Source: an optimization exercise on an open RTL-to-GDS flow (aim: small area, a short achievable clock period and few clock cycles per item). Production flows keep margins and buffers that such runs may drop.
In this exercise RTL edits were held to simulation tests only and were not proved equivalent to the original.
Power is estimated from default activity; no workload was simulated.

==> flow/design.v (excerpt) <==
module scanline_nearest_gap_fill (
   input  logic        clock,
   input  logic        reset,
   input  logic        req_push,
   output logic        req_full,
   input  logic [24:0] req_data,
   output logic        rsp_empty,
   input  logic        rsp_pop,
   output logic [61:0] rsp_data,
   input  logic        csr_valid,
   output logic        csr_ready,
   input  logic [12:0] csr_data
);
   logic [12:0] wid_ff;       
   logic [11:0] col_ff;
   logic [11:0] row_ff;
   logic        seen_ff;
   logic [11:0] scol_ff;      
   logic [23:0] sclr_ff;      
   logic        blk_ff;       
   logic        re_ff;        
   logic        past_ff;      
   logic        tok_ff;       
   logic        gbig_ff;      
   logic        cnz_ff;       
   logic        rinc_ff;      
   logic        ov_ff;
   logic [11:0] o_start_ff;
   logic [12:0] o_len_ff;
   logic [23:0] o_clr_ff;
   logic        pb_ff;        
   logic        pt_ff;        
   logic        pu_ff;        
   logic        o_last_ff;
   logic        odd_ff;       
   logic        pend_ff;      
   logic        fk0_ff;       
   logic        fk1_ff;       
   logic        fk2_ff;       
   logic        sampled;
   logic [23:0] new_clr;
   logic        pend;
   logic        out_free;
   logic        accept;
   logic        tail_s;
   logic [11:0] gap;
   logic [12:0] tail_len;
   logic [12:0] wid_in;
   logic [12:0] col_x;
   logic        load;
  ...
Size: ~860 cells after synthesis, about 140 flip-flops, roughly 110 I/O pins, about 0.0085 mm² of cells after synthesis.
==> flow/config.mk <==
export PLATFORM = sky130hd
export DESIGN_NAME = scanline_nearest_gap_fill
export DESIGN_NICKNAME = scanline_nearest_gap_fill
export VERILOG_FILES = /design/flow/design.v
export SDC_FILE = /design/flow/constraint.sdc
export NUM_CORES = 4
export LEC_CHECK = 0
export CAP_MARGIN = 20
export CORE_MARGIN = 2
export CORE_UTILIZATION = 60
export CTS_BUF_LIST = sky130_fd_sc_hd__clkbuf_4 sky130_fd_sc_hd__clkbuf_8
export SETUP_SLACK_MARGIN = 2.7
export SLEW_MARGIN = 20
==> flow/constraint.sdc <==
create_clock -name core_clock -period 5.0 [get_ports {clock}]
set_input_delay 1.0000 -clock core_clock [delete_from_list [all_inputs] [get_ports {clock}]]
set_output_delay 1.0000 -clock core_clock [all_outputs]
set_load 0.01 [all_outputs]
standard.sh (not shown) runs the stock make flow with config.mk's settings and CLKGATE_MAP_FILE= SYNTH_SCRIPT=/design/flow/synth_recipe.tcl, a recipe that flattens the netlist after the stock synthesis.
==> flow/flow/run.sh <==
#!/bin/bash
# The standard layout, with the ports buffered by a plain buffer cell
# (buffer_ports otherwise picks sky130_fd_sc_hd__clkdlybuf4s50_1).
set -euo pipefail
export BUFFER_PORTS_ARGS="-buffer_cell sky130_fd_sc_hd__buf_1"
bash standard.sh > standard_flow.log 2>&1
The baseline finished clean.
Testbench counts at the start, summed over its fixed seeds: cycles 25,740, runs 12,397.
Change:
CAP_MARGIN = 5   (was 20)
SETUP_SLACK_MARGIN = 2.55   (was 2.7)
SLEW_MARGIN = 5   (was 20)
Outcome: Wire length fell by about 4.6%. First-iteration DRC count rose by about 26%. Global-route usage fell by 0.88 points. Via count fell by 3.0%. Cell area fell by about 4%.
Change:
CAP_MARGIN = 20   (was 5)
CTS_BUF_LIST = sky130_fd_sc_hd__clkbuf_8 sky130_fd_sc_hd__clkbuf_16   (was sky130_fd_sc_hd__clkbuf_4 sky130_fd_sc_hd__clkbuf_8)
CTS_CLUSTER_DIAMETER = 80   (was not set)
CTS_CLUSTER_SIZE = 40   (was not set)
SLEW_MARGIN = 20   (was 5)
What happened: The changed run completed without violations. Die area does not change. Register-to-register slack hardly moves. Total power increases by 13%. Routed wire length increases by 0.90%. Via count increases by 2.2%. Final area increases by about 1.8%.

========
Setup of harbor:
The RTL this note starts from:
==> flow/design.v <==
`timescale 1ns / 1ps
package sngf_pkg;
   localparam int CSR_W   = 13;
   localparam int ROW_W   = 12;
   localparam int COL_W   = 12;
   localparam int LEN_W   = 13;
   localparam int COLOR_W = 24;
   localparam logic [CSR_W-1:0] ROW_WIDTH_RESET = 13'd800;
endpackage
`timescale 1ns / 1ps
`timescale 1ns / 1ps
`timescale 1ns / 1ps
`timescale 1ns / 1ps
module scanline_nearest_gap_fill (
   input  logic        clock,
   input  logic        reset,
   input  logic        req_push,
   output logic        req_full,
   input  logic [24:0] req_data,
   output logic        rsp_empty,
   input  logic        rsp_pop,
   output logic [61:0] rsp_data,
   input  logic        csr_valid,
   output logic        csr_ready,
   input  logic [12:0] csr_data
);
   logic [12:0] wid_ff;       
   logic [11:0] col_ff;
   logic [11:0] row_ff;
   logic        seen_ff;
   logic [11:0] scol_ff;      
   logic [23:0] sclr_ff;      
   logic        blk_ff;       
   logic        re_ff;        
   logic        past_ff;      
   logic        tok_ff;       
   logic        gbig_ff;      
   logic        cnz_ff;       
   logic        rinc_ff;      
   logic        ov_ff;
   logic [11:0] o_start_ff;
   logic [12:0] o_len_ff;
   logic [23:0] o_clr_ff;
   logic        pb_ff;        
   logic        pt_ff;        
   logic        pu_ff;        
   logic        o_last_ff;
   logic        odd_ff;       
   logic        pend_ff;      
   logic        fk0_ff;       
   logic        fk1_ff;       
   logic        fk2_ff;       
   logic        sampled;
   logic [23:0] new_clr;
   logic        pend;
   logic        out_free;
   logic        accept;
   logic        tail_s;
   logic [11:0] gap;
   logic [12:0] tail_len;
   logic [12:0] wid_in;
   logic [12:0] col_x;
   logic        load;
   logic        row_inc;
   logic [11:0] n_start;
   logic [12:0] n_len;
   logic [23:0] n_clr;
   logic        n_pb, n_pt, n_odd;
   logic        n_re, n_ov;
   logic        n_pu, n_last, n_seen, n_gbig, n_pend;
   assign csr_ready = 1'b1;
   assign rsp_empty = !ov_ff;
   assign rsp_data  = {o_start_ff, o_len_ff, row_ff, o_clr_ff, o_last_ff};
   assign sampled  = req_data[24];
   assign new_clr  = req_data[23:0];
   assign pend     = pend_ff;
   assign out_free = !ov_ff || rsp_pop;
   assign req_full = fk0_ff || (fk1_ff && sampled)
                     || (!rsp_pop && (fk2_ff || (ov_ff && sampled)));
   assign accept   = req_push && !req_full;
   assign tail_s   = re_ff && !past_ff;
   assign row_inc  = rinc_ff && out_free && !pend;
   assign col_x    = {1'b0, col_ff};
   assign gap      = col_ff - scol_ff;
   assign tail_len = wid_ff - {1'b0, scol_ff};
   always_comb begin
      if (csr_data == 13'd0)
         wid_in = 13'd1;
      else if (csr_data[12] && (csr_data[11:0] != 12'd0))
         wid_in = 13'd4096;
      else
         wid_in = csr_data;
   end
   always_comb begin
      load    = 1'b0;
      n_start = scol_ff;
      n_len   = 13'd1;
      n_clr   = sclr_ff;
      n_pb    = pb_ff;
      n_pt    = pt_ff;
      n_pu    = pu_ff;
      n_odd   = odd_ff;
      n_last  = 1'b1;
      if (pend) begin
         if (out_free) begin
            load = 1'b1;
            if (pb_ff) begin
               n_start = o_start_ff + o_len_ff[11:0];
               n_len   = o_len_ff + {12'd0, odd_ff};
               n_last  = !pt_ff;
               n_pb    = 1'b0;
            end else if (pu_ff) begin
               n_start = o_start_ff + o_len_ff[11:0];
               n_pu    = 1'b0;
            end else begin
               n_pt    = 1'b0;
            end
            if (accept && sampled)
               n_pu = 1'b1;
         end
      end else if (accept) begin
         if (sampled && !seen_ff) begin
            if (cnz_ff) begin
               load    = 1'b1;
               n_start = 12'd0;
               n_len   = col_x;
               n_clr   = new_clr;
               n_last  = !tail_s;
               n_pt    = tail_s;
            end else if (tail_s) begin
               load    = 1'b1;
               n_start = 12'd0;
               n_clr   = new_clr;
            end
         end else if (sampled) begin
            load = 1'b1;
            if (gbig_ff) begin
               n_len  = {2'b00, gap[11:1]};
               n_last = 1'b0;
               n_pb   = 1'b1;
               n_odd  = gap[0];
               n_pt   = tail_s;
            end else begin
               n_clr  = new_clr;
               n_last = !tail_s;
               n_pt   = tail_s;
            end
         end else if (re_ff && seen_ff && tok_ff) begin
            load  = 1'b1;
            n_len = tail_len;
         end
      end
   end
   always_comb begin
      if (blk_ff)
         n_re = (col_x + 13'd1) >= wid_ff;
      else if (accept)
         n_re = re_ff ? (wid_ff == 13'd1) : ((col_x + 13'd2) >= wid_ff);
      else
         n_re = re_ff;
      n_ov   = load || (ov_ff && !rsp_pop);
      n_seen = accept ? (!re_ff && (seen_ff || sampled)) : seen_ff;
      n_gbig = accept ? !sampled : gbig_ff;
      n_pend = n_pb || n_pt || n_pu;
   end
   always_ff @(posedge clock) begin
      if (reset) begin
         wid_ff  <= sngf_pkg::ROW_WIDTH_RESET;
         col_ff  <= '0;
         row_ff  <= '0;
         rinc_ff <= 1'b0;
         seen_ff <= 1'b0;
         pu_ff   <= 1'b0;
         fk1_ff  <= 1'b0;
         blk_ff  <= 1'b0;
         re_ff   <= 1'b0;
         past_ff <= 1'b0;
         cnz_ff  <= 1'b0;
         ov_ff   <= 1'b0;
         pb_ff   <= 1'b0;
         pt_ff   <= 1'b0;
         pend_ff <= 1'b0;
         fk0_ff  <= 1'b0;
         fk2_ff  <= 1'b0;
      end else begin
         blk_ff <= csr_valid;
         if (csr_valid) wid_ff <= wid_in;
         re_ff <= n_re;
         if (blk_ff)
            past_ff <= col_x >= wid_ff;
         else if (accept)
            past_ff <= 1'b0;
         if (accept) begin
            col_ff  <= re_ff ? 12'd0 : col_ff + 12'd1;
            cnz_ff  <= !re_ff;
         end
         row_ff  <= row_ff + {11'd0, row_inc};
         rinc_ff <= (accept && re_ff) || (rinc_ff && !row_inc);
         ov_ff   <= n_ov;
         pb_ff   <= n_pb;
         pt_ff   <= n_pt;
         pu_ff   <= n_pu;
         seen_ff <= n_seen;
         pend_ff <= n_pend;
         fk0_ff  <= csr_valid || (n_pend && n_re);
         fk1_ff  <= n_pend && !(n_seen && !n_gbig && !n_re && !n_pt);
         fk2_ff  <= n_ov && n_re;
      end
   end
   always_ff @(posedge clock) begin
      if (blk_ff)
         tok_ff <= wid_ff > {1'b0, scol_ff};
      else if (accept && sampled)
         tok_ff <= 1'b1;
      gbig_ff <= n_gbig;
      if (accept && sampled) begin
         scol_ff <= col_ff;
         sclr_ff <= new_clr;
      end
      odd_ff <= n_odd;
      if (load) begin
         o_start_ff <= n_start;
         o_len_ff   <= n_len;
         o_clr_ff   <= n_clr;
         o_last_ff  <= n_last;
      end
   end
endmodule
export LEC_CHECK = 0
export CAP_MARGIN = 20
export CORE_MARGIN = 2
export CORE_UTILIZATION = 60
export CTS_BUF_LIST = sky130_fd_sc_hd__clkbuf_4 sky130_fd_sc_hd__clkbuf_8
export SETUP_SLACK_MARGIN = 2.45
export SLEW_MARGIN = 20
create_clock -name core_clock -period 5.0 [get_ports {clock}]
Scripts as last shown in full above: flow/flow/run.sh
harbor: full flow OK, the timing, design-rule and antenna checks passed
Testbench counts of harbor, summed over its fixed seeds: cycles 25,740, runs 12,397.
diff inputs: harbor => raven
Settings: SETUP_SLACK_MARGIN now 2.55, was 2.45.
--- outcome ---
Diff raven..harbor | number of max-cap violations | unchanged. Relative to harbor, the leakage power summed over all cells measured on raven has increased slightly. Relative to harbor, global-route usage over all layers increased by 0.40 points in raven. On buffer depth of the longest clock path, raven and harbor are basically level. raven and harbor all finish clean. Of raven and harbor, harbor shows the lower number of global-route vias before repair, with raven above it. Of raven and harbor, the higher final cell count belongs to raven. Compared with harbor, in raven area of all placed cells without fillers rose by about 1.7%, global-route wire length before repair shows an increase of 460 µm.

-- re-timing with driven ports --
The flow's constraints put no driver on any port. The routed layouts listed below were extracted and timed again, unchanged, in two steps.
Step 1: set_driving_cell puts a clkbuf_16 on clock and a buf_2 on each other input, an assumption about the parent block.
Step 2 also shifts input and output timing later by t, the mid clock arrival at the registers, as if the neighbouring blocks saw the same clock.
Slacks: no drivers / after step 1 / after step 2; pairs: no drivers / after step 1.
run	t, ns	setup WS [ns]	latest minus earliest clock arrival (ns)	slew at the worst register clock pin (ns)
the first run of note 1	0.499	2.503 / 2.451 / 2.172	0.016 / 0.016	0.09 / 0.09
the second run of note 1	0.493	2.497 / 2.447 / 2.050	0.015 / 0.016	0.09 / 0.09
the third run of note 1	0.466	2.494 / 2.448 / 2.068	0.010 / 0.011	0.07 / 0.07
harbor	0.489	2.462 / 2.405 / 2.064	0.015 / 0.015	0.09 / 0.09
raven	0.493	2.497 / 2.447 / 2.050	0.015 / 0.016	0.09 / 0.09
After both steps setup and hold are still met in every run listed.
